From an optimization exercise on the open Yosys and OpenROAD flow, aimed at small area; shortcuts taken in it are not production practice. At most, simulation tests tie the RTL to the original design; equivalence was not proved.

==> v27 <==
==> flow/design.v <==
`default_nettype none
package spk_out_pkg;
    localparam int FLIT_W      = 59;
    localparam int TYPE_W      = 3;
    localparam int ROUTE_W     = 21;
    localparam int TYPE_MSB    = 58;
    localparam int ROUTE_MSB   = 55;
    localparam int ROUTE_LSB   = 35;
    localparam int NEURON_ID_W = 24;
    localparam int CONT_BIT = 0;
    localparam int DST_ADDR_W = 4;
    localparam int DST_DEPTH  = 16;
    localparam int FIFO_ADDR_W = 4;
    localparam int FIFO_DEPTH  = 16;
    localparam int FIFO_AFULL  = 15;
    localparam int CREDIT_W   = 4;
    localparam int CREDIT_MAX = 15;
    typedef logic [FLIT_W-1:0]      flit_t;
    typedef logic [TYPE_W-1:0]      flit_type_t;
    typedef logic [ROUTE_W-1:0]     route_t;
    typedef logic [NEURON_ID_W-1:0] neuron_id_t;
    typedef logic [DST_ADDR_W-1:0]  dst_addr_t;
    typedef logic [FIFO_ADDR_W-1:0] fifo_addr_t;
    typedef logic [CREDIT_W-1:0]    credit_t;
    localparam flit_type_t SPIKE    = 3'b000;
    localparam flit_type_t DATA     = 3'b001;
    localparam flit_type_t DATA_END = 3'b010;
    localparam flit_type_t WRITE    = 3'b110;
    localparam flit_type_t READ     = 3'b111;
    typedef enum logic [1:0] {
        S_IDLE,
        S_WAIT,
        S_SEND
    } send_state_t;
endpackage
`default_nettype wire
`timescale 1ns/1ns
`default_nettype none
module spk_out (
    input  wire         clk,
    input  wire         rst_n,
    input  wire         soma_fire,
    input  wire [23:0]  neuron_id,
    input  wire         config_we,
    input  wire [58:0]  config_flit,
    output logic        config_full,
    input  wire         credit_in,
    output logic        flit_out_wr,
    output logic [58:0] flit_out,
    input  wire         dst_we,
    input  wire [3:0]   dst_waddr,
    input  wire [20:0]  dst_wdata,
    input  wire         dst_re,
    input  wire [3:0]   dst_raddr,
    output logic [20:0] dst_rdata
);
    localparam int N = 15;    
    localparam int W = 57;    
    logic [20:0] tbl [0:15];
    logic [3:0]  taddr;       
    always_ff @(posedge clk) begin
        if (dst_we) tbl[dst_waddr] <= dst_wdata;
    end
    logic [15:0] tsel;
    logic        rsel;
    logic [20:0] rd_or;
    always_comb begin
        rd_or = rsel ? q[N-1][55:35] : 21'b0;
        for (int i = 0; i < 16; i++) begin
            tsel[i] = (taddr == 4'(i)) && !rsel;
            rd_or   = rd_or | (tsel[i] ? tbl[i] : 21'b0);
        end
    end
    assign dst_rdata = rd_or;
    logic [W-1:0] q   [0:N-1];
    logic [N-1:0] v;
    logic [N:0]   rdy;        
    logic         push;
    logic         pop;
    logic [W-1:0] din;
    logic         cfg_read;
    assign push     = soma_fire || config_we;
    assign cfg_read = (config_flit[58:56] == 3'b111);
    always_comb begin
        din[56]    = !soma_fire && cfg_read;
        din[55:38] = config_flit[55:38];
        din[37:35] = soma_fire ? 3'b000 :
                     (cfg_read ? config_flit[37:35] : config_flit[58:56]);
        din[34:24] = soma_fire ? 11'b0 : config_flit[34:24];
        din[23:0]  = soma_fire ? neuron_id : config_flit[23:0];
    end
    always_comb begin
        rdy[N] = done;
        for (int i = N - 1; i >= 0; i--) rdy[i] = !v[i] || rdy[i+1];
    end
    always_ff @(posedge clk) begin
        if (rdy[0]) q[0] <= din;
        for (int i = 1; i < N; i++) begin
            if (rdy[i]) q[i] <= q[i-1];
        end
    end
    always_ff @(posedge clk or negedge rst_n) begin
        if (!rst_n) begin
            v <= '0;
        end else begin
            if (rdy[0]) v[0] <= push;
            for (int i = 1; i < N; i++) begin
                if (rdy[i]) v[i] <= v[i-1];
            end
        end
    end
    logic done;
    assign config_full = &v && !done;
    logic [W-1:0] head;
    logic [3:0]   owed;       
    logic         head_read;
    logic [20:0]  route;
    assign head      = q[N-1];
    assign head_read = head[56];
    assign route     = dst_rdata;
    assign rsel      = v[N-1] && head_read;
    assign flit_out_wr = v[N-1] && !done && (owed != 4'd15);
    assign flit_out    = {head_read ? 3'b111 : head[37:35],
                          route,
                          head[34:0]};
    assign pop         = flit_out_wr && (head_read || !route[0]);
    always_ff @(posedge clk or negedge rst_n) begin
        if (!rst_n) begin
            taddr <= 4'd0;
        end else if (dst_re) begin
            taddr <= dst_raddr;
        end else if (pop || done || !v[N-1]) begin
            taddr <= 4'd0;
        end else if (flit_out_wr) begin
            taddr <= taddr + 4'd1;
        end
    end
    always_ff @(posedge clk or negedge rst_n) begin
        if (!rst_n) begin
            done <= 1'b0;
        end else begin
            done <= pop;
        end
    end
    always_ff @(posedge clk or negedge rst_n) begin
        if (!rst_n) begin
            owed <= 4'd0;
        end else if (credit_in && !flit_out_wr) begin
            owed <= owed - 4'd1;
        end else if (!credit_in && flit_out_wr) begin
            owed <= owed + 4'd1;
        end
    end
endmodule
`default_nettype wire
==> flow/flow/run.sh <==
#!/bin/bash
# Standard ORFS layout (standard.sh, unchanged synthesis, floorplan, power
# grid and routing) with three settings changed:
#  - ports are buffered with the smallest buffer, buf_1;
#  - buffers that abc inserted during synthesis are removed at floorplan,
#    so repair_design sizes the fanout buffering itself;
#  - clock tree synthesis uses clkbuf_8 with sink clusters of up to 20
#    flip-flops and no dummy loads.
# make's full output goes to make_finish.log; ORFS writes each step's log
# under orfs/logs.
set -euo pipefail
export BUFFER_PORTS_ARGS="-buffer_cell sky130_fd_sc_hd__buf_1"
export REMOVE_ABC_BUFFERS=1
export CTS_ARGS="-sink_clustering_enable -repair_clock_nets -dont_use_dummy_load -buf_list sky130_fd_sc_hd__clkbuf_8 -sink_clustering_size 24 -sink_clustering_max_diameter 50"
bash standard.sh > make_finish.log 2>&1
==> flow/standard.sh <==
#!/bin/bash
# synth_recipe.tcl (not shown) runs the flow's synth.tcl, then flattens the netlist and writes it again
# the make line also repeats each setting of config.mk as NAME=value (left out here)
make -C /OpenROAD-flow-scripts/flow DESIGN_CONFIG=/design/flow/config.mk WORK_HOME=/design/flow/orfs CLKGATE_MAP_FILE= SYNTH_SCRIPT=/design/flow/synth_recipe.tcl "${@:-finish}"
==> flow/config.mk <==
export PLATFORM = sky130hd
export DESIGN_NAME = spk_out
export DESIGN_NICKNAME = spk_out
export VERILOG_FILES = /design/flow/design.v
export SDC_FILE = /design/flow/constraint.sdc
export NUM_CORES = 4
export LEC_CHECK = 0
export CAP_MARGIN = 10
export CORE_MARGIN = 2
export CORE_UTILIZATION = 70
export SLEW_MARGIN = 10
==> flow/constraint.sdc <==
create_clock -name core_clock -period 5.0 [get_ports {clk}]
set_input_delay 1.0000 -clock core_clock [delete_from_list [all_inputs] [get_ports {clk}]]
set_output_delay 1.0000 -clock core_clock [all_outputs]
set_load 0.01 [all_outputs]
==> inputs of v31, as changes to v27 <==
--- a/flow/design.v
+++ b/flow/design.v
@@ -61,17 +61,7 @@
     always_ff @(posedge clk) begin
         if (dst_we) tbl[dst_waddr] <= dst_wdata;
     end
-    logic [15:0] tsel;
-    logic        rsel;
-    logic [20:0] rd_or;
-    always_comb begin
-        rd_or = rsel ? q[N-1][55:35] : 21'b0;
-        for (int i = 0; i < 16; i++) begin
-            tsel[i] = (taddr == 4'(i)) && !rsel;
-            rd_or   = rd_or | (tsel[i] ? tbl[i] : 21'b0);
-        end
-    end
-    assign dst_rdata = rd_or;
+    assign dst_rdata = tbl[taddr];
     logic [W-1:0] q   [0:N-1];
     logic [N-1:0] v;
     logic [N:0]   rdy;        
@@ -90,7 +80,7 @@
         din[23:0]  = soma_fire ? neuron_id : config_flit[23:0];
     end
     always_comb begin
-        rdy[N] = done;
+        rdy[N] = pop;
         for (int i = N - 1; i >= 0; i--) rdy[i] = !v[i] || rdy[i+1];
     end
     always_ff @(posedge clk) begin
@@ -109,19 +99,17 @@
             end
         end
     end
-    logic done;
-    assign config_full = &v && !done;
+    assign config_full = &v;
     logic [W-1:0] head;
-    logic [3:0]   owed;       
+    logic [3:0]   credit;
     logic         head_read;
     logic [20:0]  route;
     assign head      = q[N-1];
     assign head_read = head[56];
     assign route     = dst_rdata;
-    assign rsel      = v[N-1] && head_read;
-    assign flit_out_wr = v[N-1] && !done && (owed != 4'd15);
+    assign flit_out_wr = v[N-1] && (credit != 4'd0);
     assign flit_out    = {head_read ? 3'b111 : head[37:35],
-                          route,
+                          head_read ? head[55:35] : route,
                           head[34:0]};
     assign pop         = flit_out_wr && (head_read || !route[0]);
     always_ff @(posedge clk or negedge rst_n) begin
@@ -129,7 +117,7 @@
             taddr <= 4'd0;
         end else if (dst_re) begin
             taddr <= dst_raddr;
-        end else if (pop || done || !v[N-1]) begin
+        end else if (pop || !v[N-1]) begin
             taddr <= 4'd0;
         end else if (flit_out_wr) begin
             taddr <= taddr + 4'd1;
@@ -137,18 +125,11 @@
     end
     always_ff @(posedge clk or negedge rst_n) begin
         if (!rst_n) begin
-            done <= 1'b0;
-        end else begin
-            done <= pop;
-        end
-    end
-    always_ff @(posedge clk or negedge rst_n) begin
-        if (!rst_n) begin
-            owed <= 4'd0;
+            credit <= 4'd15;
         end else if (credit_in && !flit_out_wr) begin
-            owed <= owed - 4'd1;
+            credit <= credit + 4'd1;
         end else if (!credit_in && flit_out_wr) begin
-            owed <= owed + 4'd1;
+            credit <= credit - 4'd1;
         end
     end
 endmodule
==> flow/run.sh (new file) <==
#!/bin/bash
# synth_recipe.tcl (not shown) runs the flow's synth.tcl, then flattens the netlist and writes it again
# the make line also repeats each setting of config.mk as NAME=value (left out here)
make -C /OpenROAD-flow-scripts/flow DESIGN_CONFIG=/design/flow/config.mk WORK_HOME=/design/flow/orfs CLKGATE_MAP_FILE= SYNTH_SCRIPT=/design/flow/synth_recipe.tcl finish
==> flow/config.mk (replaced) <==
export PLATFORM = sky130hd
export DESIGN_NAME = spk_out
export DESIGN_NICKNAME = spk_out
export VERILOG_FILES = /design/flow/design.v
export SDC_FILE = /design/flow/constraint.sdc
export NUM_CORES = 4
export LEC_CHECK = 0
export CAP_MARGIN = 20
export CORE_MARGIN = 2
export CORE_UTILIZATION = 40
export SLEW_MARGIN = 20
removed: flow/flow/run.sh
removed: flow/standard.sh
==> inputs of v33, as changes to v27 <==
--- a/flow/design.v
+++ b/flow/design.v
@@ -90,7 +90,7 @@
         din[23:0]  = soma_fire ? neuron_id : config_flit[23:0];
     end
     always_comb begin
-        rdy[N] = done;
+        rdy[N] = pop;
         for (int i = N - 1; i >= 0; i--) rdy[i] = !v[i] || rdy[i+1];
     end
     always_ff @(posedge clk) begin
@@ -109,17 +109,16 @@
             end
         end
     end
-    logic done;
-    assign config_full = &v && !done;
+    assign config_full = &v;
     logic [W-1:0] head;
-    logic [3:0]   owed;       
+    logic [3:0]   credit;
     logic         head_read;
     logic [20:0]  route;
     assign head      = q[N-1];
     assign head_read = head[56];
     assign route     = dst_rdata;
     assign rsel      = v[N-1] && head_read;
-    assign flit_out_wr = v[N-1] && !done && (owed != 4'd15);
+    assign flit_out_wr = v[N-1] && (credit != 4'd0);
     assign flit_out    = {head_read ? 3'b111 : head[37:35],
                           route,
                           head[34:0]};
@@ -129,7 +128,7 @@
             taddr <= 4'd0;
         end else if (dst_re) begin
             taddr <= dst_raddr;
-        end else if (pop || done || !v[N-1]) begin
+        end else if (pop || !v[N-1]) begin
             taddr <= 4'd0;
         end else if (flit_out_wr) begin
             taddr <= taddr + 4'd1;
@@ -137,18 +136,11 @@
     end
     always_ff @(posedge clk or negedge rst_n) begin
         if (!rst_n) begin
-            done <= 1'b0;
-        end else begin
-            done <= pop;
-        end
-    end
-    always_ff @(posedge clk or negedge rst_n) begin
-        if (!rst_n) begin
-            owed <= 4'd0;
+            credit <= 4'd15;
         end else if (credit_in && !flit_out_wr) begin
-            owed <= owed - 4'd1;
+            credit <= credit + 4'd1;
         end else if (!credit_in && flit_out_wr) begin
-            owed <= owed + 4'd1;
+            credit <= credit - 4'd1;
         end
     end
 endmodule
==> flow/flow/run.sh (replaced) <==
#!/bin/bash
# Standard ORFS layout with two changes: ports are buffered with the
# smallest buffer (buf_1), and clock tree synthesis uses large sink clusters
# of clkbuf_16 leaf buffers without dummy loads.
set -euo pipefail
export BUFFER_PORTS_ARGS="-buffer_cell sky130_fd_sc_hd__buf_1"
export REMOVE_ABC_BUFFERS=1
export CTS_ARGS="-sink_clustering_enable -repair_clock_nets -dont_use_dummy_load -buf_list sky130_fd_sc_hd__clkbuf_8 -sink_clustering_size 20 -sink_clustering_max_diameter 60"
bash standard.sh > make_finish.log 2>&1
==> flow/config.mk (replaced) <==
export PLATFORM = sky130hd
export DESIGN_NAME = spk_out
export DESIGN_NICKNAME = spk_out
export VERILOG_FILES = /design/flow/design.v
export SDC_FILE = /design/flow/constraint.sdc
export NUM_CORES = 4
export LEC_CHECK = 0
export CAP_MARGIN = 20
export CORE_MARGIN = 2
export CORE_UTILIZATION = 60
export SLEW_MARGIN = 20
==> comparison <==
Of v27 and v31, v27 has the higher via count (gap 6.6%, measured against v31).
Clock-buffer cell count: v31 is higher than v27 (77).
Global-route usage: v31 is lower than v33 (7.1 points).
In flip-flop and latch count, v33 and v31 do not differ.
Sequential share of layout area, highest first: v27, v33, v31.
The highest register-to-register slack belongs to v27, the lowest to v33.
v27 passed the timing, design-rule and antenna checks. v31 produced a clean layout. v33 completed without violations.
Of v27 and v31, v27 has the higher first-iteration DRC count (gap about 35%, measured against v31).
For v33, only the layout was checked, not whether the RTL still works.

afterwards: timing with drivers on the ports:
In the flow no input, the clock included, has a driving cell. The finished layouts below were timed again as built, in two steps.
Step 1, drivers: a clkbuf_16 drives clk and a buf_2 each remaining input, both assumed.
Step 2 adds t to the input delays and takes it off the output delays; t is the mean of the earliest and latest rising clock arrival at the registers after step 1. Input paths then give back, and output paths get back, about the clock's delay inside the block.
a / b / c = no drivers / after step 1 / after step 2; a / b = the first two.
| run | t (ns) | setup slack, ns | hold WS [ns] | cell pins on the clock port's net |
|---|---|---|---|---|
| v27 | 0.705 | 0.598 / 0.537 / 1.242 | 0.277 / 0.239 / 0.371 | 1 |
| v31 | 0.724 | 0.379 / 0.319 / 1.043 | 0.388 / 0.388 / 0.388 | 1 |
| v33 | 0.720 | 0.478 / 0.415 / 1.096 | 0.290 / 0.254 / 0.380 | 1 |
After both steps every run listed still meets setup and hold.
